This design comes from an exercise in tuning for small area, a short achievable clock period and few clock cycles per item on the open sky130 flow, not from production work. Where RTL was checked, it was by simulation tests only, not by an equivalence proof against the original. No functional check of the RTL was part of run 1.

## flow/design.v (module list and top-level ports; edited modules follow where they fit)
// module best_disp_select: 3741 lines
// module bds_norm: 17 lines
// module bds_tab_n: 31 lines
// module bds_tab_d: 31 lines
module best_disp_select #(
    parameter int unsigned NPIX_LOG2 = 8
) (
    input  logic               clk,
    input  logic               rst,
    input  logic               frame_start,
    input  logic [10:0]        fsum,
    input  logic               valid,
    input  logic               last,
    input  logic [13:0]        g2sum,
    input  logic [10:0]        gsum,
    input  logic [13:0]        fg,
    input  logic [5:0]         place,
    output logic               busy,
    output logic [5:0]         best_place,
    output logic               best_valid,
    output logic               done,
    output logic               overrun
);
  // ...
==> flow/flow/run.sh <==
#!/bin/bash
set -euo pipefail
bash standard.sh SETUP_SLACK_MARGIN=7.3 "CTS_ARGS=-sink_clustering_enable -repair_clock_nets -dont_use_dummy_load -buf_list sky130_fd_sc_hd__clkbuf_4" finish > make.log 2>&1
==> flow/standard.sh <==
#!/bin/bash
# synth_recipe.tcl (not shown) runs the flow's synth.tcl, then flattens the netlist and writes it again
# the make line also repeats each setting of config.mk as NAME=value (left out here)
make -C /OpenROAD-flow-scripts/flow DESIGN_CONFIG=/design/flow/config.mk WORK_HOME=/design/flow/orfs CLKGATE_MAP_FILE= SYNTH_SCRIPT=/design/flow/synth_recipe.tcl "${@:-finish}"
==> flow/config.mk <==
export PLATFORM = sky130hd
export DESIGN_NAME = best_disp_select
export DESIGN_NICKNAME = best_disp_select
export VERILOG_FILES = /design/flow/design.v
export SDC_FILE = /design/flow/constraint.sdc
export NUM_CORES = 4
export LEC_CHECK = 0
export CAP_MARGIN = 20
export CORE_MARGIN = 2
export CORE_UTILIZATION = 40
export SLEW_MARGIN = 20
==> flow/constraint.sdc <==
create_clock -name core_clock -period 12.0 [get_ports {clk}]
set_input_delay 2.4000 -clock core_clock [delete_from_list [all_inputs] [get_ports {clk}]]
set_output_delay 2.4000 -clock core_clock [all_outputs]
set_load 0.01 [all_outputs]
==> results.sh, run 1 <==
export IMPL_synth_nets=4118
export IMPL_fin_ws_ps=6810
export IMPL_core_um2=93300
export IMPL_overflow=0
export IMPL_yosysTopAreaCell="edfxtp_1"
export IMPL_dr_max_layer_used="met4"
export IMPL_drc=0
export IMPL_hold_path_class="reg -> reg"
export IMPL_first_iter_violations=1549
export IMPL_area_delta_synth_final_pct=11.5
export IMPL_die_h_um=311
export IMPL_die_width_um=311
export IMPL_synth_most_common_cell="inv_1"
export IMPL_synth_top_family_by_area="adder cells"
export IMPL_grt_first_pass_wirelength_um=136000
export IMPL_reg2reg_from="r0_gsum[3]"
export IMPL_layout_common_cells="inv_1 (504), edfxtp_1 (444), ha_1 (324)"
export IMPL_hold_start="rn_num[16]"
export IMPL_synth_edff_count=444
export IMPL_ys_seq_area_share_pct=40.2
export IMPL_syn_area_per_cell_um2=10.8
export IMPL_cp_depth=20
export IMPL_outcome="no timing/DRC/antenna violations"
export IMPL_rsz0062_at_grt="yes"
export IMPL_whs_path_depth=0
export IMPL_setup_tns_final_ps=0
export IMPL_synth_top_area_share_pct=35.3
export IMPL_fin_util_pct=45.1
export IMPL_rrSetupSlack_ps=6810
export IMPL_worstSetupEndpoint="r1_num[22]"
==> run 2, diff against run 1 <==
--- a/flow/design.v
+++ b/flow/design.v
@@ -27,136 +27,124 @@
     logic signed [24:0] r_bk;
     logic        r0_v;
     logic [10:0] r0_fsum;
     logic [10:0] r0_gsum;
     logic [13:0] r0_fg;
     logic [13:0] r0_g2sum;
     logic [5:0]  r0_place;
     logic        r0_last;
-    logic bn_one0;
-    logic bn_two0;
-    logic bn_neg0;
+    logic [5:0] w_bg_one;
+    logic [5:0] w_bg_two;
+    logic [5:0] w_bg_neg;
+    assign w_bg_one[0] = gsum[0] ^ 1'b0;
+    assign w_bg_two[0] = (gsum[1] & ~gsum[0] & ~1'b0) | (~gsum[1] & gsum[0] & 1'b0);
+    assign w_bg_neg[0] = ~gsum[1];
+    assign w_bg_one[1] = gsum[2] ^ gsum[1];
+    assign w_bg_two[1] = (gsum[3] & ~gsum[2] & ~gsum[1]) | (~gsum[3] & gsum[2] & gsum[1]);
+    assign w_bg_neg[1] = ~gsum[3];
+    assign w_bg_one[2] = gsum[4] ^ gsum[3];
+    assign w_bg_two[2] = (gsum[5] & ~gsum[4] & ~gsum[3]) | (~gsum[5] & gsum[4] & gsum[3]);
+    assign w_bg_neg[2] = ~gsum[5];
+    assign w_bg_one[3] = gsum[6] ^ gsum[5];
+    assign w_bg_two[3] = (gsum[7] & ~gsum[6] & ~gsum[5]) | (~gsum[7] & gsum[6] & gsum[5]);
+    assign w_bg_neg[3] = ~gsum[7];
+    assign w_bg_one[4] = gsum[8] ^ gsum[7];
+    assign w_bg_two[4] = (gsum[9] & ~gsum[8] & ~gsum[7]) | (~gsum[9] & gsum[8] & gsum[7]);
+    assign w_bg_neg[4] = ~gsum[9];
+    assign w_bg_one[5] = gsum[10] ^ gsum[9];
+    assign w_bg_two[5] = (1'b0 & ~gsum[10] & ~gsum[9]) | (~1'b0 & gsum[10] & gsum[9]);
+    assign w_bg_neg[5] = ~1'b0;
+    logic [5:0] r0_bg_one;
+    logic [5:0] r0_bg_two;
+    logic [5:0] r0_bg_neg;
     logic [12:0] bn_r0;
-    assign bn_one0 = r0_gsum[0] ^ 1'b0;
-    assign bn_two0 = (r0_gsum[1] & ~r0_gsum[0] & ~1'b0) | (~r0_gsum[1] & r0_gsum[0] & 1'b0);
-    assign bn_neg0 = ~r0_gsum[1];
-    assign bn_r0[0] = ((bn_one0 & r0_fsum[0]) | (bn_two0 & 1'b0)) ^ bn_neg0;
-    assign bn_r0[1] = ((bn_one0 & r0_fsum[1]) | (bn_two0 & r0_fsum[0])) ^ bn_neg0;
-    assign bn_r0[2] = ((bn_one0 & r0_fsum[2]) | (bn_two0 & r0_fsum[1])) ^ bn_neg0;
-    assign bn_r0[3] = ((bn_one0 & r0_fsum[3]) | (bn_two0 & r0_fsum[2])) ^ bn_neg0;
-    assign bn_r0[4] = ((bn_one0 & r0_fsum[4]) | (bn_two0 & r0_fsum[3])) ^ bn_neg0;
-    assign bn_r0[5] = ((bn_one0 & r0_fsum[5]) | (bn_two0 & r0_fsum[4])) ^ bn_neg0;
-    assign bn_r0[6] = ((bn_one0 & r0_fsum[6]) | (bn_two0 & r0_fsum[5])) ^ bn_neg0;
-    assign bn_r0[7] = ((bn_one0 & r0_fsum[7]) | (bn_two0 & r0_fsum[6])) ^ bn_neg0;
-    assign bn_r0[8] = ((bn_one0 & r0_fsum[8]) | (bn_two0 & r0_fsum[7])) ^ bn_neg0;
-    assign bn_r0[9] = ((bn_one0 & r0_fsum[9]) | (bn_two0 & r0_fsum[8])) ^ bn_neg0;
-    assign bn_r0[10] = ((bn_one0 & r0_fsum[10]) | (bn_two0 & r0_fsum[9])) ^ bn_neg0;
-    assign bn_r0[11] = ((bn_one0 & 1'b0) | (bn_two0 & r0_fsum[10])) ^ bn_neg0;
-    assign bn_r0[12] = bn_neg0;
-    logic bn_one1;
-    logic bn_two1;
-    logic bn_neg1;
+    assign bn_r0[0] = ((r0_bg_one[0] & r0_fsum[0]) | (r0_bg_two[0] & 1'b0)) ^ r0_bg_neg[0];
+    assign bn_r0[1] = ((r0_bg_one[0] & r0_fsum[1]) | (r0_bg_two[0] & r0_fsum[0])) ^ r0_bg_neg[0];
+    assign bn_r0[2] = ((r0_bg_one[0] & r0_fsum[2]) | (r0_bg_two[0] & r0_fsum[1])) ^ r0_bg_neg[0];
+    assign bn_r0[3] = ((r0_bg_one[0] & r0_fsum[3]) | (r0_bg_two[0] & r0_fsum[2])) ^ r0_bg_neg[0];
+    assign bn_r0[4] = ((r0_bg_one[0] & r0_fsum[4]) | (r0_bg_two[0] & r0_fsum[3])) ^ r0_bg_neg[0];
+    assign bn_r0[5] = ((r0_bg_one[0] & r0_fsum[5]) | (r0_bg_two[0] & r0_fsum[4])) ^ r0_bg_neg[0];
+    assign bn_r0[6] = ((r0_bg_one[0] & r0_fsum[6]) | (r0_bg_two[0] & r0_fsum[5])) ^ r0_bg_neg[0];
+    assign bn_r0[7] = ((r0_bg_one[0] & r0_fsum[7]) | (r0_bg_two[0] & r0_fsum[6])) ^ r0_bg_neg[0];
+    assign bn_r0[8] = ((r0_bg_one[0] & r0_fsum[8]) | (r0_bg_two[0] & r0_fsum[7])) ^ r0_bg_neg[0];
+    assign bn_r0[9] = ((r0_bg_one[0] & r0_fsum[9]) | (r0_bg_two[0] & r0_fsum[8])) ^ r0_bg_neg[0];
+    assign bn_r0[10] = ((r0_bg_one[0] & r0_fsum[10]) | (r0_bg_two[0] & r0_fsum[9])) ^ r0_bg_neg[0];
+    assign bn_r0[11] = ((r0_bg_one[0] & 1'b0) | (r0_bg_two[0] & r0_fsum[10])) ^ r0_bg_neg[0];
+    assign bn_r0[12] = r0_bg_neg[0];
     logic [12:0] bn_r1;
-    assign bn_one1 = r0_gsum[2] ^ r0_gsum[1];
-    assign bn_two1 = (r0_gsum[3] & ~r0_gsum[2] & ~r0_gsum[1]) | (~r0_gsum[3] & r0_gsum[2] & r0_gsum[1]);
-    assign bn_neg1 = ~r0_gsum[3];
-    assign bn_r1[0] = ((bn_one1 & r0_fsum[0]) | (bn_two1 & 1'b0)) ^ bn_neg1;
-    assign bn_r1[1] = ((bn_one1 & r0_fsum[1]) | (bn_two1 & r0_fsum[0])) ^ bn_neg1;
-    assign bn_r1[2] = ((bn_one1 & r0_fsum[2]) | (bn_two1 & r0_fsum[1])) ^ bn_neg1;
-    assign bn_r1[3] = ((bn_one1 & r0_fsum[3]) | (bn_two1 & r0_fsum[2])) ^ bn_neg1;
-    assign bn_r1[4] = ((bn_one1 & r0_fsum[4]) | (bn_two1 & r0_fsum[3])) ^ bn_neg1;
-    assign bn_r1[5] = ((bn_one1 & r0_fsum[5]) | (bn_two1 & r0_fsum[4])) ^ bn_neg1;
-    assign bn_r1[6] = ((bn_one1 & r0_fsum[6]) | (bn_two1 & r0_fsum[5])) ^ bn_neg1;
-    assign bn_r1[7] = ((bn_one1 & r0_fsum[7]) | (bn_two1 & r0_fsum[6])) ^ bn_neg1;
-    assign bn_r1[8] = ((bn_one1 & r0_fsum[8]) | (bn_two1 & r0_fsum[7])) ^ bn_neg1;
-    assign bn_r1[9] = ((bn_one1 & r0_fsum[9]) | (bn_two1 & r0_fsum[8])) ^ bn_neg1;
-    assign bn_r1[10] = ((bn_one1 & r0_fsum[10]) | (bn_two1 & r0_fsum[9])) ^ bn_neg1;
-    assign bn_r1[11] = ((bn_one1 & 1'b0) | (bn_two1 & r0_fsum[10])) ^ bn_neg1;
-    assign bn_r1[12] = bn_neg1;
-    logic bn_one2;
-    logic bn_two2;
-    logic bn_neg2;
+    assign bn_r1[0] = ((r0_bg_one[1] & r0_fsum[0]) | (r0_bg_two[1] & 1'b0)) ^ r0_bg_neg[1];
+    assign bn_r1[1] = ((r0_bg_one[1] & r0_fsum[1]) | (r0_bg_two[1] & r0_fsum[0])) ^ r0_bg_neg[1];
+    assign bn_r1[2] = ((r0_bg_one[1] & r0_fsum[2]) | (r0_bg_two[1] & r0_fsum[1])) ^ r0_bg_neg[1];
+    assign bn_r1[3] = ((r0_bg_one[1] & r0_fsum[3]) | (r0_bg_two[1] & r0_fsum[2])) ^ r0_bg_neg[1];
+    assign bn_r1[4] = ((r0_bg_one[1] & r0_fsum[4]) | (r0_bg_two[1] & r0_fsum[3])) ^ r0_bg_neg[1];
+    assign bn_r1[5] = ((r0_bg_one[1] & r0_fsum[5]) | (r0_bg_two[1] & r0_fsum[4])) ^ r0_bg_neg[1];
+    assign bn_r1[6] = ((r0_bg_one[1] & r0_fsum[6]) | (r0_bg_two[1] & r0_fsum[5])) ^ r0_bg_neg[1];
+    assign bn_r1[7] = ((r0_bg_one[1] & r0_fsum[7]) | (r0_bg_two[1] & r0_fsum[6])) ^ r0_bg_neg[1];
+    assign bn_r1[8] = ((r0_bg_one[1] & r0_fsum[8]) | (r0_bg_two[1] & r0_fsum[7])) ^ r0_bg_neg[1];
+    assign bn_r1[9] = ((r0_bg_one[1] & r0_fsum[9]) | (r0_bg_two[1] & r0_fsum[8])) ^ r0_bg_neg[1];
+    assign bn_r1[10] = ((r0_bg_one[1] & r0_fsum[10]) | (r0_bg_two[1] & r0_fsum[9])) ^ r0_bg_neg[1];
+    assign bn_r1[11] = ((r0_bg_one[1] & 1'b0) | (r0_bg_two[1] & r0_fsum[10])) ^ r0_bg_neg[1];
+    assign bn_r1[12] = r0_bg_neg[1];
     logic [12:0] bn_r2;
-    assign bn_one2 = r0_gsum[4] ^ r0_gsum[3];
-    assign bn_two2 = (r0_gsum[5] & ~r0_gsum[4] & ~r0_gsum[3]) | (~r0_gsum[5] & r0_gsum[4] & r0_gsum[3]);
-    assign bn_neg2 = ~r0_gsum[5];
-    assign bn_r2[0] = ((bn_one2 & r0_fsum[0]) | (bn_two2 & 1'b0)) ^ bn_neg2;
-    assign bn_r2[1] = ((bn_one2 & r0_fsum[1]) | (bn_two2 & r0_fsum[0])) ^ bn_neg2;
-    assign bn_r2[2] = ((bn_one2 & r0_fsum[2]) | (bn_two2 & r0_fsum[1])) ^ bn_neg2;
-    assign bn_r2[3] = ((bn_one2 & r0_fsum[3]) | (bn_two2 & r0_fsum[2])) ^ bn_neg2;
-    assign bn_r2[4] = ((bn_one2 & r0_fsum[4]) | (bn_two2 & r0_fsum[3])) ^ bn_neg2;
-    assign bn_r2[5] = ((bn_one2 & r0_fsum[5]) | (bn_two2 & r0_fsum[4])) ^ bn_neg2;
-    assign bn_r2[6] = ((bn_one2 & r0_fsum[6]) | (bn_two2 & r0_fsum[5])) ^ bn_neg2;
-    assign bn_r2[7] = ((bn_one2 & r0_fsum[7]) | (bn_two2 & r0_fsum[6])) ^ bn_neg2;
-    assign bn_r2[8] = ((bn_one2 & r0_fsum[8]) | (bn_two2 & r0_fsum[7])) ^ bn_neg2;
-    assign bn_r2[9] = ((bn_one2 & r0_fsum[9]) | (bn_two2 & r0_fsum[8])) ^ bn_neg2;
-    assign bn_r2[10] = ((bn_one2 & r0_fsum[10]) | (bn_two2 & r0_fsum[9])) ^ bn_neg2;
-    assign bn_r2[11] = ((bn_one2 & 1'b0) | (bn_two2 & r0_fsum[10])) ^ bn_neg2;
-    assign bn_r2[12] = bn_neg2;
-    logic bn_one3;
-    logic bn_two3;
-    logic bn_neg3;
+    assign bn_r2[0] = ((r0_bg_one[2] & r0_fsum[0]) | (r0_bg_two[2] & 1'b0)) ^ r0_bg_neg[2];
+    assign bn_r2[1] = ((r0_bg_one[2] & r0_fsum[1]) | (r0_bg_two[2] & r0_fsum[0])) ^ r0_bg_neg[2];
+    assign bn_r2[2] = ((r0_bg_one[2] & r0_fsum[2]) | (r0_bg_two[2] & r0_fsum[1])) ^ r0_bg_neg[2];
+    assign bn_r2[3] = ((r0_bg_one[2] & r0_fsum[3]) | (r0_bg_two[2] & r0_fsum[2])) ^ r0_bg_neg[2];
+    assign bn_r2[4] = ((r0_bg_one[2] & r0_fsum[4]) | (r0_bg_two[2] & r0_fsum[3])) ^ r0_bg_neg[2];
+    assign bn_r2[5] = ((r0_bg_one[2] & r0_fsum[5]) | (r0_bg_two[2] & r0_fsum[4])) ^ r0_bg_neg[2];
+    assign bn_r2[6] = ((r0_bg_one[2] & r0_fsum[6]) | (r0_bg_two[2] & r0_fsum[5])) ^ r0_bg_neg[2];
+    assign bn_r2[7] = ((r0_bg_one[2] & r0_fsum[7]) | (r0_bg_two[2] & r0_fsum[6])) ^ r0_bg_neg[2];
+    assign bn_r2[8] = ((r0_bg_one[2] & r0_fsum[8]) | (r0_bg_two[2] & r0_fsum[7])) ^ r0_bg_neg[2];
+    assign bn_r2[9] = ((r0_bg_one[2] & r0_fsum[9]) | (r0_bg_two[2] & r0_fsum[8])) ^ r0_bg_neg[2];
+    assign bn_r2[10] = ((r0_bg_one[2] & r0_fsum[10]) | (r0_bg_two[2] & r0_fsum[9])) ^ r0_bg_neg[2];
+    assign bn_r2[11] = ((r0_bg_one[2] & 1'b0) | (r0_bg_two[2] & r0_fsum[10])) ^ r0_bg_neg[2];
+    assign bn_r2[12] = r0_bg_neg[2];
     logic [12:0] bn_r3;
-    assign bn_one3 = r0_gsum[6] ^ r0_gsum[5];
-    assign bn_two3 = (r0_gsum[7] & ~r0_gsum[6] & ~r0_gsum[5]) | (~r0_gsum[7] & r0_gsum[6] & r0_gsum[5]);
-    assign bn_neg3 = ~r0_gsum[7];
-    assign bn_r3[0] = ((bn_one3 & r0_fsum[0]) | (bn_two3 & 1'b0)) ^ bn_neg3;
-    assign bn_r3[1] = ((bn_one3 & r0_fsum[1]) | (bn_two3 & r0_fsum[0])) ^ bn_neg3;
-    assign bn_r3[2] = ((bn_one3 & r0_fsum[2]) | (bn_two3 & r0_fsum[1])) ^ bn_neg3;
-    assign bn_r3[3] = ((bn_one3 & r0_fsum[3]) | (bn_two3 & r0_fsum[2])) ^ bn_neg3;
-    assign bn_r3[4] = ((bn_one3 & r0_fsum[4]) | (bn_two3 & r0_fsum[3])) ^ bn_neg3;
-    assign bn_r3[5] = ((bn_one3 & r0_fsum[5]) | (bn_two3 & r0_fsum[4])) ^ bn_neg3;
-    assign bn_r3[6] = ((bn_one3 & r0_fsum[6]) | (bn_two3 & r0_fsum[5])) ^ bn_neg3;
-    assign bn_r3[7] = ((bn_one3 & r0_fsum[7]) | (bn_two3 & r0_fsum[6])) ^ bn_neg3;
-    assign bn_r3[8] = ((bn_one3 & r0_fsum[8]) | (bn_two3 & r0_fsum[7])) ^ bn_neg3;
-    assign bn_r3[9] = ((bn_one3 & r0_fsum[9]) | (bn_two3 & r0_fsum[8])) ^ bn_neg3;
-    assign bn_r3[10] = ((bn_one3 & r0_fsum[10]) | (bn_two3 & r0_fsum[9])) ^ bn_neg3;
-    assign bn_r3[11] = ((bn_one3 & 1'b0) | (bn_two3 & r0_fsum[10])) ^ bn_neg3;
-    assign bn_r3[12] = bn_neg3;
-    logic bn_one4;
-    logic bn_two4;
-    logic bn_neg4;
+    assign bn_r3[0] = ((r0_bg_one[3] & r0_fsum[0]) | (r0_bg_two[3] & 1'b0)) ^ r0_bg_neg[3];
+    assign bn_r3[1] = ((r0_bg_one[3] & r0_fsum[1]) | (r0_bg_two[3] & r0_fsum[0])) ^ r0_bg_neg[3];
+    assign bn_r3[2] = ((r0_bg_one[3] & r0_fsum[2]) | (r0_bg_two[3] & r0_fsum[1])) ^ r0_bg_neg[3];
+    assign bn_r3[3] = ((r0_bg_one[3] & r0_fsum[3]) | (r0_bg_two[3] & r0_fsum[2])) ^ r0_bg_neg[3];
+    assign bn_r3[4] = ((r0_bg_one[3] & r0_fsum[4]) | (r0_bg_two[3] & r0_fsum[3])) ^ r0_bg_neg[3];
+    assign bn_r3[5] = ((r0_bg_one[3] & r0_fsum[5]) | (r0_bg_two[3] & r0_fsum[4])) ^ r0_bg_neg[3];
+    assign bn_r3[6] = ((r0_bg_one[3] & r0_fsum[6]) | (r0_bg_two[3] & r0_fsum[5])) ^ r0_bg_neg[3];
+    assign bn_r3[7] = ((r0_bg_one[3] & r0_fsum[7]) | (r0_bg_two[3] & r0_fsum[6])) ^ r0_bg_neg[3];
+    assign bn_r3[8] = ((r0_bg_one[3] & r0_fsum[8]) | (r0_bg_two[3] & r0_fsum[7])) ^ r0_bg_neg[3];
+    assign bn_r3[9] = ((r0_bg_one[3] & r0_fsum[9]) | (r0_bg_two[3] & r0_fsum[8])) ^ r0_bg_neg[3];
+    assign bn_r3[10] = ((r0_bg_one[3] & r0_fsum[10]) | (r0_bg_two[3] & r0_fsum[9])) ^ r0_bg_neg[3];
+    assign bn_r3[11] = ((r0_bg_one[3] & 1'b0) | (r0_bg_two[3] & r0_fsum[10])) ^ r0_bg_neg[3];
+    assign bn_r3[12] = r0_bg_neg[3];
     logic [12:0] bn_r4;
-    assign bn_one4 = r0_gsum[8] ^ r0_gsum[7];
-    assign bn_two4 = (r0_gsum[9] & ~r0_gsum[8] & ~r0_gsum[7]) | (~r0_gsum[9] & r0_gsum[8] & r0_gsum[7]);
-    assign bn_neg4 = ~r0_gsum[9];
-    assign bn_r4[0] = ((bn_one4 & r0_fsum[0]) | (bn_two4 & 1'b0)) ^ bn_neg4;
-    assign bn_r4[1] = ((bn_one4 & r0_fsum[1]) | (bn_two4 & r0_fsum[0])) ^ bn_neg4;
-    assign bn_r4[2] = ((bn_one4 & r0_fsum[2]) | (bn_two4 & r0_fsum[1])) ^ bn_neg4;
-    assign bn_r4[3] = ((bn_one4 & r0_fsum[3]) | (bn_two4 & r0_fsum[2])) ^ bn_neg4;
-    assign bn_r4[4] = ((bn_one4 & r0_fsum[4]) | (bn_two4 & r0_fsum[3])) ^ bn_neg4;
-    assign bn_r4[5] = ((bn_one4 & r0_fsum[5]) | (bn_two4 & r0_fsum[4])) ^ bn_neg4;
-    assign bn_r4[6] = ((bn_one4 & r0_fsum[6]) | (bn_two4 & r0_fsum[5])) ^ bn_neg4;
-    assign bn_r4[7] = ((bn_one4 & r0_fsum[7]) | (bn_two4 & r0_fsum[6])) ^ bn_neg4;
-    assign bn_r4[8] = ((bn_one4 & r0_fsum[8]) | (bn_two4 & r0_fsum[7])) ^ bn_neg4;
-    assign bn_r4[9] = ((bn_one4 & r0_fsum[9]) | (bn_two4 & r0_fsum[8])) ^ bn_neg4;
-    assign bn_r4[10] = ((bn_one4 & r0_fsum[10]) | (bn_two4 & r0_fsum[9])) ^ bn_neg4;
-    assign bn_r4[11] = ((bn_one4 & 1'b0) | (bn_two4 & r0_fsum[10])) ^ bn_neg4;
-    assign bn_r4[12] = bn_neg4;
-    logic bn_one5;
-    logic bn_two5;
-    logic bn_neg5;
+    assign bn_r4[0] = ((r0_bg_one[4] & r0_fsum[0]) | (r0_bg_two[4] & 1'b0)) ^ r0_bg_neg[4];
+    assign bn_r4[1] = ((r0_bg_one[4] & r0_fsum[1]) | (r0_bg_two[4] & r0_fsum[0])) ^ r0_bg_neg[4];
+    assign bn_r4[2] = ((r0_bg_one[4] & r0_fsum[2]) | (r0_bg_two[4] & r0_fsum[1])) ^ r0_bg_neg[4];
+    assign bn_r4[3] = ((r0_bg_one[4] & r0_fsum[3]) | (r0_bg_two[4] & r0_fsum[2])) ^ r0_bg_neg[4];
+    assign bn_r4[4] = ((r0_bg_one[4] & r0_fsum[4]) | (r0_bg_two[4] & r0_fsum[3])) ^ r0_bg_neg[4];
+    assign bn_r4[5] = ((r0_bg_one[4] & r0_fsum[5]) | (r0_bg_two[4] & r0_fsum[4])) ^ r0_bg_neg[4];
+    assign bn_r4[6] = ((r0_bg_one[4] & r0_fsum[6]) | (r0_bg_two[4] & r0_fsum[5])) ^ r0_bg_neg[4];
+    assign bn_r4[7] = ((r0_bg_one[4] & r0_fsum[7]) | (r0_bg_two[4] & r0_fsum[6])) ^ r0_bg_neg[4];
+    assign bn_r4[8] = ((r0_bg_one[4] & r0_fsum[8]) | (r0_bg_two[4] & r0_fsum[7])) ^ r0_bg_neg[4];
+    assign bn_r4[9] = ((r0_bg_one[4] & r0_fsum[9]) | (r0_bg_two[4] & r0_fsum[8])) ^ r0_bg_neg[4];
+    assign bn_r4[10] = ((r0_bg_one[4] & r0_fsum[10]) | (r0_bg_two[4] & r0_fsum[9])) ^ r0_bg_neg[4];
+    assign bn_r4[11] = ((r0_bg_one[4] & 1'b0) | (r0_bg_two[4] & r0_fsum[10])) ^ r0_bg_neg[4];
+    assign bn_r4[12] = r0_bg_neg[4];
     logic [12:0] bn_r5;
-    assign bn_one5 = r0_gsum[10] ^ r0_gsum[9];
-    assign bn_two5 = (1'b0 & ~r0_gsum[10] & ~r0_gsum[9]) | (~1'b0 & r0_gsum[10] & r0_gsum[9]);
-    assign bn_neg5 = ~1'b0;
-    assign bn_r5[0] = ((bn_one5 & r0_fsum[0]) | (bn_two5 & 1'b0)) ^ bn_neg5;
-    assign bn_r5[1] = ((bn_one5 & r0_fsum[1]) | (bn_two5 & r0_fsum[0])) ^ bn_neg5;
-    assign bn_r5[2] = ((bn_one5 & r0_fsum[2]) | (bn_two5 & r0_fsum[1])) ^ bn_neg5;
-    assign bn_r5[3] = ((bn_one5 & r0_fsum[3]) | (bn_two5 & r0_fsum[2])) ^ bn_neg5;
-    assign bn_r5[4] = ((bn_one5 & r0_fsum[4]) | (bn_two5 & r0_fsum[3])) ^ bn_neg5;
-    assign bn_r5[5] = ((bn_one5 & r0_fsum[5]) | (bn_two5 & r0_fsum[4])) ^ bn_neg5;
-    assign bn_r5[6] = ((bn_one5 & r0_fsum[6]) | (bn_two5 & r0_fsum[5])) ^ bn_neg5;
-    assign bn_r5[7] = ((bn_one5 & r0_fsum[7]) | (bn_two5 & r0_fsum[6])) ^ bn_neg5;
-    assign bn_r5[8] = ((bn_one5 & r0_fsum[8]) | (bn_two5 & r0_fsum[7])) ^ bn_neg5;
-    assign bn_r5[9] = ((bn_one5 & r0_fsum[9]) | (bn_two5 & r0_fsum[8])) ^ bn_neg5;
-    assign bn_r5[10] = ((bn_one5 & r0_fsum[10]) | (bn_two5 & r0_fsum[9])) ^ bn_neg5;
-    assign bn_r5[11] = ((bn_one5 & 1'b0) | (bn_two5 & r0_fsum[10])) ^ bn_neg5;
-    assign bn_r5[12] = bn_neg5;
+    assign bn_r5[0] = ((r0_bg_one[5] & r0_fsum[0]) | (r0_bg_two[5] & 1'b0)) ^ r0_bg_neg[5];
+    assign bn_r5[1] = ((r0_bg_one[5] & r0_fsum[1]) | (r0_bg_two[5] & r0_fsum[0])) ^ r0_bg_neg[5];
+    assign bn_r5[2] = ((r0_bg_one[5] & r0_fsum[2]) | (r0_bg_two[5] & r0_fsum[1])) ^ r0_bg_neg[5];
+    assign bn_r5[3] = ((r0_bg_one[5] & r0_fsum[3]) | (r0_bg_two[5] & r0_fsum[2])) ^ r0_bg_neg[5];
+    assign bn_r5[4] = ((r0_bg_one[5] & r0_fsum[4]) | (r0_bg_two[5] & r0_fsum[3])) ^ r0_bg_neg[5];
+    assign bn_r5[5] = ((r0_bg_one[5] & r0_fsum[5]) | (r0_bg_two[5] & r0_fsum[4])) ^ r0_bg_neg[5];
+    assign bn_r5[6] = ((r0_bg_one[5] & r0_fsum[6]) | (r0_bg_two[5] & r0_fsum[5])) ^ r0_bg_neg[5];
+    assign bn_r5[7] = ((r0_bg_one[5] & r0_fsum[7]) | (r0_bg_two[5] & r0_fsum[6])) ^ r0_bg_neg[5];
+    assign bn_r5[8] = ((r0_bg_one[5] & r0_fsum[8]) | (r0_bg_two[5] & r0_fsum[7])) ^ r0_bg_neg[5];
+    assign bn_r5[9] = ((r0_bg_one[5] & r0_fsum[9]) | (r0_bg_two[5] & r0_fsum[8])) ^ r0_bg_neg[5];
+    assign bn_r5[10] = ((r0_bg_one[5] & r0_fsum[10]) | (r0_bg_two[5] & r0_fsum[9])) ^ r0_bg_neg[5];
+    assign bn_r5[11] = ((r0_bg_one[5] & 1'b0) | (r0_bg_two[5] & r0_fsum[10])) ^ r0_bg_neg[5];
+    assign bn_r5[12] = r0_bg_neg[5];
     logic cn_t1;
     logic cn_t2;
     logic cn_t3;
     logic cn_t4;
     logic cn_t5;
     logic cn_t6;
     logic cn_t7;
     logic cn_t8;
@@ -335,18 +323,18 @@
     assign cn_t31 = bn_r3[2] ^ bn_r4[0];
     assign cn_t32 = bn_r3[2] & bn_r4[0];
     assign cn_t33 = cn_t2 ^ cn_t3 ^ bn_r1[7];
     assign cn_t34 = (cn_t2 & cn_t3) | (cn_t2 & bn_r1[7]) | (cn_t3 & bn_r1[7]);
     assign cn_t35 = bn_r2[5] ^ bn_r3[3] ^ bn_r4[1];
     assign cn_t36 = (bn_r2[5] & bn_r3[3]) | (bn_r2[5] & bn_r4[1]) | (bn_r3[3] & bn_r4[1]);
     assign cn_t37 = cn_t4 ^ cn_t5 ^ cn_t7;
     assign cn_t38 = (cn_t4 & cn_t5) | (cn_t4 & cn_t7) | (cn_t5 & cn_t7);
-    assign cn_t39 = bn_r4[2] ^ bn_r5[0] ^ bn_neg5;
-    assign cn_t40 = (bn_r4[2] & bn_r5[0]) | (bn_r4[2] & bn_neg5) | (bn_r5[0] & bn_neg5);
+    assign cn_t39 = bn_r4[2] ^ bn_r5[0] ^ r0_bg_neg[5];
+    assign cn_t40 = (bn_r4[2] & bn_r5[0]) | (bn_r4[2] & r0_bg_neg[5]) | (bn_r5[0] & r0_bg_neg[5]);
     assign cn_t41 = cn_t6 ^ cn_t8 ^ cn_t9;
     assign cn_t42 = (cn_t6 & cn_t8) | (cn_t6 & cn_t9) | (cn_t8 & cn_t9);
     assign cn_t43 = cn_t11 ^ bn_r4[3] ^ bn_r5[1];
     assign cn_t44 = (cn_t11 & bn_r4[3]) | (cn_t11 & bn_r5[1]) | (bn_r4[3] & bn_r5[1]);
     assign cn_t45 = cn_t10 ^ cn_t12 ^ cn_t13;
     assign cn_t46 = (cn_t10 & cn_t12) | (cn_t10 & cn_t13) | (cn_t12 & cn_t13);
     assign cn_t47 = cn_t15 ^ bn_r5[2] ^ 1'b1;
     assign cn_t48 = (cn_t15 & bn_r5[2]) | (cn_t15 & 1'b1) | (bn_r5[2] & 1'b1);
@@ -409,26 +397,26 @@
     assign cn_t105 = cn_t72 ^ r0_fg[12] ^ ~bn_r4[12];
     assign cn_t106 = (cn_t72 & r0_fg[12]) | (cn_t72 & ~bn_r4[12]) | (r0_fg[12] & ~bn_r4[12]);
     assign cn_t107 = r0_fg[13] ^ bn_r5[11];
     assign cn_t108 = r0_fg[13] & bn_r5[11];
     assign cn_t109 = bn_r0[2] ^ bn_r1[0];
     assign cn_t110 = bn_r0[2] & bn_r1[0];
     assign cn_t111 = bn_r0[3] ^ bn_r1[1];
     assign cn_t112 = bn_r0[3] & bn_r1[1];
-    assign cn_t113 = cn_t73 ^ bn_r2[0] ^ bn_neg2;
-    assign cn_t114 = (cn_t73 & bn_r2[0]) | (cn_t73 & bn_neg2) | (bn_r2[0] & bn_neg2);
+    assign cn_t113 = cn_t73 ^ bn_r2[0] ^ r0_bg_neg[2];
+    assign cn_t114 = (cn_t73 & bn_r2[0]) | (cn_t73 & r0_bg_neg[2]) | (bn_r2[0] & r0_bg_neg[2]);
     assign cn_t115 = cn_t74 ^ cn_t75 ^ bn_r2[1];
     assign cn_t116 = (cn_t74 & cn_t75) | (cn_t74 & bn_r2[1]) | (cn_t75 & bn_r2[1]);
-    assign cn_t117 = cn_t76 ^ cn_t77 ^ bn_neg3;
-    assign cn_t118 = (cn_t76 & cn_t77) | (cn_t76 & bn_neg3) | (cn_t77 & bn_neg3);
+    assign cn_t117 = cn_t76 ^ cn_t77 ^ r0_bg_neg[3];
+    assign cn_t118 = (cn_t76 & cn_t77) | (cn_t76 & r0_bg_neg[3]) | (cn_t77 & r0_bg_neg[3]);
     assign cn_t119 = cn_t78 ^ cn_t79 ^ bn_r3[1];
     assign cn_t120 = (cn_t78 & cn_t79) | (cn_t78 & bn_r3[1]) | (cn_t79 & bn_r3[1]);
-    assign cn_t121 = cn_t80 ^ cn_t81 ^ bn_neg4;
-    assign cn_t122 = (cn_t80 & cn_t81) | (cn_t80 & bn_neg4) | (cn_t81 & bn_neg4);
+    assign cn_t121 = cn_t80 ^ cn_t81 ^ r0_bg_neg[4];
+    assign cn_t122 = (cn_t80 & cn_t81) | (cn_t80 & r0_bg_neg[4]) | (cn_t81 & r0_bg_neg[4]);
     assign cn_t123 = cn_t82 ^ cn_t83 ^ cn_t35;
     assign cn_t124 = (cn_t82 & cn_t83) | (cn_t82 & cn_t35) | (cn_t83 & cn_t35);
     assign cn_t125 = cn_t84 ^ cn_t85 ^ cn_t39;
     assign cn_t126 = (cn_t84 & cn_t85) | (cn_t84 & cn_t39) | (cn_t85 & cn_t39);
     assign cn_t127 = cn_t86 ^ cn_t87 ^ cn_t43;
     assign cn_t128 = (cn_t86 & cn_t87) | (cn_t86 & cn_t43) | (cn_t87 & cn_t43);
     assign cn_t129 = cn_t88 ^ cn_t89 ^ cn_t47;
     assign cn_t130 = (cn_t88 & cn_t89) | (cn_t88 & cn_t47) | (cn_t89 & cn_t47);
@@ -450,17 +438,17 @@
     assign cn_t146 = (cn_t104 & cn_t105) | (cn_t104 & bn_r5[10]) | (cn_t105 & bn_r5[10]);
     assign cn_t147 = cn_t106 ^ cn_t107 ^ 1'b1;
     assign cn_t148 = (cn_t106 & cn_t107) | (cn_t106 & 1'b1) | (cn_t107 & 1'b1);
     assign cn_t149 = cn_t108 ^ ~bn_r5[12];
     assign cn_t150 = cn_t108 & ~bn_r5[12];
     logic [22:0] cn_a;
     logic [22:0] cn_b;
     assign cn_a = {cn_t148, cn_t146, cn_t144, cn_t142, cn_t140, cn_t138, cn_t136, cn_t134, cn_t132, cn_t130, cn_t128, cn_t126, cn_t124, cn_t122, cn_t120, cn_t118, cn_t116, cn_t114, cn_t112, cn_t110, cn_t109, bn_r0[1], bn_r0[0]};
-    assign cn_b = {cn_t149, cn_t147, cn_t145, cn_t143, cn_t141, cn_t139, cn_t137, cn_t135, cn_t133, cn_t131, cn_t129, cn_t127, cn_t125, cn_t123, cn_t121, cn_t119, cn_t117, cn_t115, cn_t113, cn_t111, bn_neg1, 1'b0, bn_neg0};
+    assign cn_b = {cn_t149, cn_t147, cn_t145, cn_t143, cn_t141, cn_t139, cn_t137, cn_t135, cn_t133, cn_t131, cn_t129, cn_t127, cn_t125, cn_t123, cn_t121, cn_t119, cn_t117, cn_t115, cn_t113, cn_t111, r0_bg_neg[1], 1'b0, r0_bg_neg[0]};
     logic cd_t1;
     logic cd_t2;
     logic cd_t3;
     logic cd_t4;
     logic cd_t5;
     logic cd_t6;
     logic cd_t7;
     logic cd_t8;
@@ -3664,16 +3652,19 @@
     always_ff @(posedge clk) begin
         if (valid && (frame_start || !r_busy)) begin
             r0_fsum  <= fsum;
             r0_gsum  <= gsum;
             r0_fg    <= fg;
             r0_g2sum <= g2sum;
             r0_place <= place;
             r0_last  <= last;
+            r0_bg_one <= w_bg_one;
+            r0_bg_two <= w_bg_two;
+            r0_bg_neg <= w_bg_neg;
         end
         if (!r_busy) begin
             r1_num   <= w_num;
             r1_den   <= w_den;
             r1_place <= r0_place;
             r1_last  <= r0_last;
             rn_elig  <= w_elig;
             rn_num   <= r1_num[21:0];
==> results.sh, run 2 <==
export IMPL_outcome="no timing/DRC/antenna violations"
export IMPL_drc=0
export IMPL_ctsHoldBuffers=0
export IMPL_max_freq_mhz=210
export IMPL_crit_fanout=5
export IMPL_first_pass_iters=6
export IMPL_gr_usage_all_layers_pct=17.4
export IMPL_path_clk_slew_ps=60
export IMPL_hold_viol=0
export IMPL_syn_area_um2=38200
export IMPL_placedCellCount=4843
export IMPL_synth_most_common_cell="inv_1"
export IMPL_maxCapViolCount=0
export IMPL_rows=113
export IMPL_htreeDepth=4
export IMPL_grt_pass1_vias=26025
export IMPL_synth_nets=4242
export IMPL_skew_ps=104
export IMPL_clock_latency_ps=990
export IMPL_cts_buffers=152
export IMPL_ys_seq_area_share_pct=41.0
export IMPL_boundaryPins=71
export IMPL_syn_inst=3620
export IMPL_rsz0062_at_grt="yes"
export IMPL_grt_first_pass_wirelength_um=137000
export IMPL_synthTopCellsByCount="inv_1 (527), edfxtp_1 (460), nand2_1 (403)"
export IMPL_cts_tree="done"
export IMPL_cp_data_required_time_ps=12650
export IMPL_grt_antenna_before_repair=3
export IMPL_yosysTopAreaCell="edfxtp_1"
export IMPL_drive_gt1_share_pct=10.1
export IMPL_start_kind="register"
export IMPL_nFillCells=9058
export IMPL_period_needed_ps=4770
export IMPL_worstMarginPinSlew_ps=973
export IMPL_stdcell_area_um2=42400
export IMPL_first_iter_violations=1752
export IMPL_wl_per_cell_um=16.8
export IMPL_hold_path_class="reg -> reg"
export IMPL_synthTopCellsByArea="edfxtp_1 (36%), fa_1 (12%), ha_1 (11%), inv_1 (5.2%), dfxtp_1 (4.8%)"
export IMPL_cp_arrival_ps=5420
export IMPL_preCtsSetupSlack_ps=6810
export IMPL_finalCritPeriodShare_pct=39.7
export IMPL_reg2regPathDepth=17
export IMPL_setup_tns_final_ps=0
export IMPL_finalSetupViolCount=0
export IMPL_r2r_end="r1_num[21]"
export IMPL_via_count=26050
export IMPL_dpl_hpwl_um=61400
export IMPL_end_kind="register"
export IMPL_cts_root_buf="clkbuf_4"
export IMPL_die_area_um2=97900
export IMPL_layout_common_cells="inv_1 (518), edfxtp_1 (460), nand2_1 (403)"
export IMPL_finalMaxSlewViolations=0
export IMPL_slew_headroom_pct=35.1
export IMPL_synth_edff_count=460
export IMPL_fin_ws_ps=7230
export IMPL_die_h_um=313
export IMPL_reg2reg_from="r0_bg_two[1]"
export IMPL_overflow=0
export IMPL_routed_wirelength_um=85500
export IMPL_synth_main_ff_cell="edfxtp_1"
export IMPL_syn_area_per_cell_um2=10.5
export IMPL_critPathKind="reg -> reg"
export IMPL_port_buffers=70
export IMPL_area_delta_synth_final_pct=11.1
export IMPL_whs_path_depth=0
export IMPL_ys_async_sr_fraction_pct=0
export IMPL_grt_start_max_net_pins=145
export IMPL_ys_ff_latch=552
export IMPL_hold_start="rn_num[17]"
export IMPL_timing_hold_ws_ps=340
export IMPL_final_common_cell="inv_1"
export IMPL_rrSetupSlack_ps=7230
export IMPL_core_um2=94700
export IMPL_synth_top_area_share_pct=36.2
export IMPL_initial_utilization_pct=40.3
export IMPL_clockBufferDepth=3
export IMPL_top_regs="r_bk x25, s_k x25"
export IMPL_fin_cells=5090
export IMPL_gp_congestion=0.890
export IMPL_whs_endpoint="rf_num[17]"
export IMPL_drt_antenna_violating_nets=0
export IMPL_synth_distinct_cells=93
export IMPL_yosys_warnings=2
export IMPL_via_per_inst=5.12
export IMPL_final_nets=4443
export IMPL_dpl_instance_area_um2=40100
export IMPL_die_width_um=313
export IMPL_cts_sinks=552
[run 2: cell types whose count changed after synthesis, sizes merged, moves of 22 or more]
cell	before	now
a22oi	36	58
nor2	191	162
nand2	214	403
xnor2	91	118
mux2	83	22
a21oi	179	145
[run 2: through the flow]
| stage | util, % |
|---|---|
| final | 44.8 |
| after CTS | 44.2 |
| after global routing | 44.8 |
| after floorplan | - |
| after global placement | 42.3 |
| after detailed placement | 42.3 |
[run 2: cell families after synthesis]
kind of cell | share of synthesized area, %
buffers and inverters | 6.59
AND/OR/NAND/NOR | 12.2
AO/OA/AOI/OAI | 10.7
flip-flops | 41.0
XOR/XNOR | 4.15
multiplexers | 2.38
adder cells (fa/ha/maj) | 22.9
[run 2: final cells by class]
cell class                 instances  area [um^2]  share of cell area (%)
multi-input combinational       2413        20400                    48.1
sequential                       552        15700                    36.9
inverter                         532         2010                    4.75
timing repair buffer             170         1610                    3.80
tap                             1265         1580                    3.73
clock buffer                     152         1140                    2.69
antenna                            6         15.0                  0.0354
[run 2: per-layer routing]
metal  vias up  share of wire (%)  track usage (%)
li1      12799                  -                -
met1     12353                 46             23.9
met2       728                 46             28.0
met3       170                4.9             2.90
met4         0                2.6             6.36
met5         -                  0                0
[run 2: worst max-delay path, cell delays in order (launching register included)]
cell and delay [ps]:
edfxtp_1 440, buf_6 170, a22oi_2 160, xor2_1 210
fa_1 460, fa_1 510, fa_1 430, fa_1 530
inv_2 50, ha_4 280, nand3_1 70, nand2_1 80
a41oi_2 50, a211o_1 320, o21ai_2 170, a31o_4 190
nor4b_1 50, a211o_1 270
[run 2: repair_timing]
item                                    4_1_cts  5_1_grt
setup buffers                                57       28
endpoints found under the setup margin      122      146
gates resized for setup                      31       42
gates cloned                                  1        3
pin swaps                                    27       46
[run 2: worst max-delay path by stage]
stage | startpoint | to | slack (ps) | depth (start not counted)
global route | r0_bg_two[1] | r1_num[21] | 7070 | 17
CTS | r0_bg_two[0] | r1_num[22] | 7230 | 17
global placement | r0_bg_one[0] | r1_num[22] | 6850 | 17
finish | r0_bg_two[1] | r1_num[21] | 7230 | 17
floorplan | rf_kb[9] | r_bden[10] | 7180 | 17
detailed placement | r0_bg_one[0] | r1_num[22] | 6810 | 15
Testbench counts of run 2, summed over its fixed seeds: cycles 10,366, items 9,296.
==> run 3, diff against run 2 <==
==> flow/flow/run.sh (replaced) <==
#!/bin/bash
set -euo pipefail
bash standard.sh SETUP_SLACK_MARGIN=7.6 "CTS_ARGS=-sink_clustering_enable -repair_clock_nets -dont_use_dummy_load -buf_list sky130_fd_sc_hd__clkbuf_4" finish > make.log 2>&1
==> results.sh, run 3 <==
export IMPL_synth_nets=4242
export IMPL_max_freq_mhz=212
export IMPL_slew_headroom_pct=25.6
export IMPL_grt_antenna_before_repair=4
export IMPL_slowest_delay_ps=550
export IMPL_cp_data_required_time_ps=12650
export IMPL_path_clk_slew_ps=50
export IMPL_final_nets=4487
export IMPL_preCtsSetupSlack_ps=6810
export IMPL_die_width_um=313
export IMPL_overflow=0
export IMPL_skew_ps=102
export IMPL_cp_buffers_inverters=1
export IMPL_cts_sinks=552
export IMPL_crit_fanout=6
export IMPL_period_needed_ps=4720
export IMPL_setup_tns_final_ps=0
export IMPL_dpl_hpwl_um=61800
export IMPL_die_h_um=313
export IMPL_ys_seq_area_share_pct=41.0
export IMPL_start_kind="register"
export IMPL_finalMaxSlewViolations=0
export IMPL_cts_buffers=156
export IMPL_first_iter_violations=1588
export IMPL_gp_congestion=0.875
export IMPL_grt_first_pass_wirelength_um=139000
export IMPL_clockBufferDepth=3
export IMPL_routed_wirelength_um=86900
export IMPL_ys_async_sr_fraction_pct=0
export IMPL_syn_area_per_cell_um2=10.5
export IMPL_wl_met1_um=40100
export IMPL_drive_gt1_share_pct=11.8
export IMPL_rsz0062_at_grt="yes"
export IMPL_finalSetupViolCount=0
export IMPL_final_common_cell="inv_1"
export IMPL_initial_utilization_pct=40.3
export IMPL_fin_util_pct=45.4
export IMPL_clock_latency_ps=1010
export IMPL_synth_top_area_share_pct=36.2
export IMPL_drt_antenna_violating_nets=0
export IMPL_synthTopCellsByCount="inv_1 (527), edfxtp_1 (460), nand2_1 (403)"
export IMPL_synth_main_ff_cell="edfxtp_1"
export IMPL_cts_tree="done"
export IMPL_ctsHoldBuffers=0
export IMPL_path_delay_family="adder cells"
export IMPL_htreeDepth=4
export IMPL_synth_edff_count=460
export IMPL_yosysTopAreaCell="edfxtp_1"
export IMPL_critPathKind="reg -> reg"
export IMPL_worstMarginPinSlew_ps=1110
export IMPL_core_um2=94700
export IMPL_first_pass_iters=6
export IMPL_synth_distinct_cells=93
export IMPL_ys_ff_latch=552
export IMPL_fin_ws_ps=7280
export IMPL_top_regs="r_bk x25, s_k x25"
export IMPL_gr_usage_all_layers_pct=17.7
export IMPL_yosys_warnings=2
export IMPL_grt_pass1_vias=26392
export IMPL_outcome="no timing/DRC/antenna violations"
export IMPL_rrSetupSlack_ps=7280
export IMPL_hold_path_class="reg -> reg"
export IMPL_cp_slowest_cell="edfxtp_1"
export IMPL_hold_viol=0
export IMPL_die_area_um2=97900
export IMPL_syn_inst=3620
export IMPL_synthTopCellsByArea="edfxtp_1 (36%), fa_1 (12%), ha_1 (11%), inv_1 (5.2%), dfxtp_1 (4.8%)"
export IMPL_wl_per_cell_um=16.9
export IMPL_nFillCells=8997
export IMPL_drc=0
export IMPL_syn_area_um2=38200
export IMPL_area_delta_synth_final_pct=12.6
export IMPL_cp_cell_sequence="a22oi_2 > xor2_1 > fa_1 > fa_1 > fa_1 > fa_1 > inv_2 > ha_4 > nand2_1 > nand2_2 > a41oi_2 > a211o_1 > o21ai_2 > a31o_4 > nor4b_2 > a211o_1"
export IMPL_via_per_inst=5.12
export IMPL_cpMostUsedCell="fa_1"
export IMPL_layout_common_cells="inv_1 (513), edfxtp_1 (460), nand2_1 (402)"
export IMPL_dr_max_layer_used="met4"
export IMPL_boundaryPins=71
export IMPL_stdcell_area_um2=43000
export IMPL_end_kind="register"
export IMPL_rows=113
export IMPL_met2_length_um=40100
export IMPL_port_buffers=70
export IMPL_routed_wl_met3_um=4430
export IMPL_cp_arrival_ps=5370
export IMPL_finalCritPeriodShare_pct=39.3
export IMPL_via_count=26265
export IMPL_maxCapViolCount=0
export IMPL_cts_root_buf="clkbuf_4"
export IMPL_synth_most_common_cell="inv_1"
export IMPL_dpl_instance_area_um2=40300
export IMPL_grt_start_max_net_pins=75
-- run 3: layout make-up --
cell class,count,area [um^2],area share (%)
Multi-Input combinational cell,2414,20600,47.8
Sequential cell,552,15700,36.4
Inverter,532,2020,4.69
Timing Repair Buffer,209,1980,4.62
Tap cell,1265,1580,3.68
Clock buffer,156,1170,2.72
Antenna cell,6,15.0,0.0349
-- run 3: cells by family after synthesis --
logic type	share of synthesized area [%]
and+or+nand+nor	12.2
xor gates and xnor gates	4.15
buffers and inverters	6.59
DFF	41.0
adders and majority gates	22.9
muxes	2.38
AOI/OAI and AO/OA	10.7
-- run 3: timing repair --
action,4_1_cts,5_1_grt
cloned,3,6
pin swaps,27,34
resized for setup,37,41
setup endpoints to repair,178,133
buffers inserted,75,44
-- run 3: metrics by stage --
stage                     hold WS (ps)  std cells
after floorplan                    400       3620
after global placement             401       4844
after detailed placement           405       4844
after CTS                          383       5078
after global routing               386       5134
final                              371       5134
-- run 3: worst paths after layout --
kind                   start          to  depth (start not counted)
setup / recovery  r0_fsum[8]  r1_num[21]                         16
hold / removal    rn_num[21]  rf_num[21]                          0
setup reg to reg  r0_fsum[8]  r1_num[21]                         16
hold reg to reg   rn_num[21]  rf_num[21]                          0
-- run 3: routing by layer --
metal,global-route usage (%),vias to the layer above
met3,3.22,138
met4,6.92,0
met1,23.8,12559
met5,0,-
met2,28.2,685
li1,-,12883
==> run 4, diff against run 3 <==
==> flow/flow/run.sh (replaced) <==
#!/bin/bash
set -euo pipefail
bash standard.sh SETUP_SLACK_MARGIN=7.0 "CTS_ARGS=-sink_clustering_enable -repair_clock_nets -dont_use_dummy_load -buf_list sky130_fd_sc_hd__clkbuf_4" finish > make.log 2>&1
==> results.sh, run 4 <==
export IMPL_first_pass_iters=7
export IMPL_synthTopCellsByArea="edfxtp_1 (36%), fa_1 (12%), ha_1 (11%), inv_1 (5.2%), dfxtp_1 (4.8%)"
export IMPL_whs_endpoint="rf_den[11]"
export IMPL_area_delta_synth_final_pct=9.69
export IMPL_reg2regPathDepth=17
export IMPL_drt_antenna_violating_nets=0
export IMPL_setup_tns_final_ps=0
export IMPL_maxCapViolCount=0
export IMPL_synth_most_common_cell="inv_1"
export IMPL_rows=113
export IMPL_end_kind="register"
export IMPL_ys_async_sr_fraction_pct=0
export IMPL_yosysTopAreaCell="edfxtp_1"
export IMPL_cp_cell_sequence="buf_6 > a22oi_2 > xnor2_2 > fa_1 > fa_1 > inv_1 > fa_1 > fa_1 > inv_2 > ha_4 > nor3_4 > buf_4 > a211o_1 > o21ai_2 > a31o_4 > nor4b_2 > a211o_1"
export IMPL_max_freq_mhz=206
export IMPL_gp_congestion=0.884
export IMPL_boundaryPins=71
export IMPL_via_count=25513
export IMPL_cts_root_buf="clkbuf_4"
export IMPL_cts_tree="done"
export IMPL_synth_nets=4242
export IMPL_cts_sinks=552
export IMPL_hold_start="rn_den[11]"
export IMPL_grt_first_pass_wirelength_um=134000
export IMPL_final_nets=4394
export IMPL_rsz0062_at_grt="yes"
export IMPL_clock_latency_ps=1020
export IMPL_ys_ff_latch=552
export IMPL_cp_arrival_ps=5580
export IMPL_stdcell_area_um2=41900
export IMPL_slowest_delay_ps=550
export IMPL_first_iter_violations=1908
export IMPL_dpl_hpwl_um=61300
export IMPL_nFillCells=9078
export IMPL_via_per_inst=5.06
export IMPL_cpMostUsedCell="fa_1"
export IMPL_slew_headroom_pct=21.8
export IMPL_reg2reg_from="r0_bg_two[1]"
export IMPL_drc=0
export IMPL_fin_ws_ps=7140
export IMPL_initial_utilization_pct=40.3
export IMPL_synth_edff_count=460
export IMPL_path_clk_slew_ps=70
export IMPL_start_kind="register"
export IMPL_syn_inst=3620
export IMPL_final_common_cell="inv_1"
export IMPL_crit_fanout=5
export IMPL_overflow=0
export IMPL_ys_seq_area_share_pct=41.0
export IMPL_routed_wirelength_um=82500
export IMPL_outcome="no timing/DRC/antenna violations"
export IMPL_gr_usage_all_layers_pct=17.0
export IMPL_rrSetupSlack_ps=7140
export IMPL_layout_common_cells="inv_1 (523), edfxtp_1 (460), nand2_1 (403)"
export IMPL_cp_buffers_inverters=4
export IMPL_syn_area_per_cell_um2=10.5
export IMPL_whs_path_depth=0
export IMPL_synthTopCellsByCount="inv_1 (527), edfxtp_1 (460), nand2_1 (403)"
export IMPL_die_width_um=313
export IMPL_syn_area_um2=38200
export IMPL_drive_gt1_share_pct=8.44
export IMPL_period_needed_ps=4860
export IMPL_worstMarginPinSlew_ps=1170
export IMPL_hold_viol=0
export IMPL_finalSetupViolCount=0
export IMPL_path_delay_family="adder cells"
export IMPL_grt_antenna_before_repair=4
export IMPL_synth_distinct_cells=93
export IMPL_cts_buffers=151
export IMPL_finalMaxSlewViolations=0
export IMPL_yosys_warnings=2
export IMPL_core_um2=94700
export IMPL_finalCritPeriodShare_pct=40.5
export IMPL_grt_start_max_net_pins=155
export IMPL_cp_slowest_cell="fa_1"
export IMPL_top_regs="r_bk x25, s_k x25"
export IMPL_r2r_end="r1_num[21]"
export IMPL_skew_ps=122
export IMPL_cp_data_required_time_ps=12720
export IMPL_dpl_instance_area_um2=40100
export IMPL_die_h_um=313
export IMPL_wl_per_cell_um=16.4
export IMPL_timing_hold_ws_ps=336
export IMPL_die_area_um2=97900
export IMPL_port_buffers=70
export IMPL_clockBufferDepth=3
export IMPL_hold_path_class="reg -> reg"
export IMPL_critPathKind="reg -> reg"
export IMPL_htreeDepth=4
export IMPL_synth_top_area_share_pct=36.2
export IMPL_synth_main_ff_cell="edfxtp_1"
export IMPL_grt_pass1_vias=25560
export IMPL_preCtsSetupSlack_ps=6750
run 4: cell types whose count changed in the layout (fill, tap and decap cells not counted), moves of 3 or more:
cell	delta
buf_6	-4
buf_4	-73
a21oi_1	+3
inv_2	-8
dfxtp_1	+3
inv_1	+10
ha_1	+8
ha_4	-7
clkbuf_4	-5
clkbuf_16	-5
o21ai_0	+5
run 4: how the worst max path moves through the flow:
stage	from	end	slack, ps	cells after the start
2_1_floorplan	r_bk[9]	r_bden[10]	7010	16
3_3_place_gp	r0_bg_neg[0]	r1_num[21]	6790	16
3_5_place_dp	r0_bg_neg[0]	r1_num[21]	6750	16
4_1_cts	r0_fsum[8]	r1_num[22]	7010	16
5_1_grt	r0_fsum[8]	r1_num[21]	6930	16
6_report	r0_bg_two[1]	r1_num[21]	7140	17
run 4: final cells by class:
| cell class | count | area (um^2) | area share [%] |
|---|---|---|---|
| multi-input cells | 2412 | 20300 | 48.5 |
| flip-flops and latches | 552 | 15700 | 37.4 |
| inverters | 532 | 2010 | 4.80 |
| well taps | 1265 | 1580 | 3.78 |
| repair buffers | 123 | 1190 | 2.84 |
| clock buffers | 151 | 1130 | 2.71 |
| diodes | 5 | 12.5 | 0.0299 |
run 4: what timing repair did:
| item | in CTS | in global routing |
|---|---|---|
| hold buffers | 0 | 0 |
| gates resized for setup | 11 | 49 |
| pin swaps | 2 | 30 |
| setup buffers | 18 | 22 |
| endpoints found under the setup margin | 149 | 154 |
run 4: per-layer routing:
metal / wire length (um) / track usage, % / part of all wire [%] / vias to the layer above
met3: 4160 / 3.47 / 5.0 / 172
met5: 15 / 0 / 0.018 / -
met2: 36900 / 26.4 / 45 / 611
met1: 38600 / 23.0 / 47 / 12045
met4: 2790 / 7.66 / 3.4 / 2
li1: - / - / - / 12683
run 4: logic make-up after synthesis:
kind of cell / count (synthesis) / synth area share (%)
buffers and inverters: 656 / 6.59
AND/OR/NAND/NOR: 981 / 12.2
flip-flops: 552 / 41.0
AO/OA/AOI/OAI: 615 / 10.7
adder cells (fa/ha/maj): 561 / 22.9
XOR/XNOR: 181 / 4.15
multiplexers: 74 / 2.38
run 4: through the flow:
stage	cells	utilization (%)
after floorplan	3620	-
after global placement	4844	42.3
after detailed placement	4844	42.3
after CTS	5013	43.7
after global routing	5040	44.2
final	5040	44.2

==> separate check: timing with driven ports <==
In the flow no input, the clock included, has a driving cell. The finished layouts below were timed again as built, in two steps. Step 1 assumes that a clkbuf_16 drives the clock port and a buf_2 every other input. Step 2, shift: input delay + t, output delay - t, t = (earliest + latest rising clock arrival at the registers) / 2. This alone moves slack from input paths to output paths. a / b / c = ideal ports / drivers / drivers and shift; a / b = the first two.
run	shift t [ns]	setup slack, ns	worst setup path at the end	latest minus earliest clock arrival (ns)	worst slew at a driven data input, ns
run 1	0.998	6.812 / 6.812 / 6.812	register to register	0.136 / 0.137	0.06
run 2	1.002	7.235 / 7.235 / 7.235	register to register	0.110 / 0.111	0.10
run 3	1.022	7.282 / 7.282 / 7.282	register to register	0.106 / 0.106	0.08
run 4	1.027	7.140 / 7.130 / 7.140	register to register	0.138 / 0.138	0.06
After both steps every run listed still meets setup and hold.
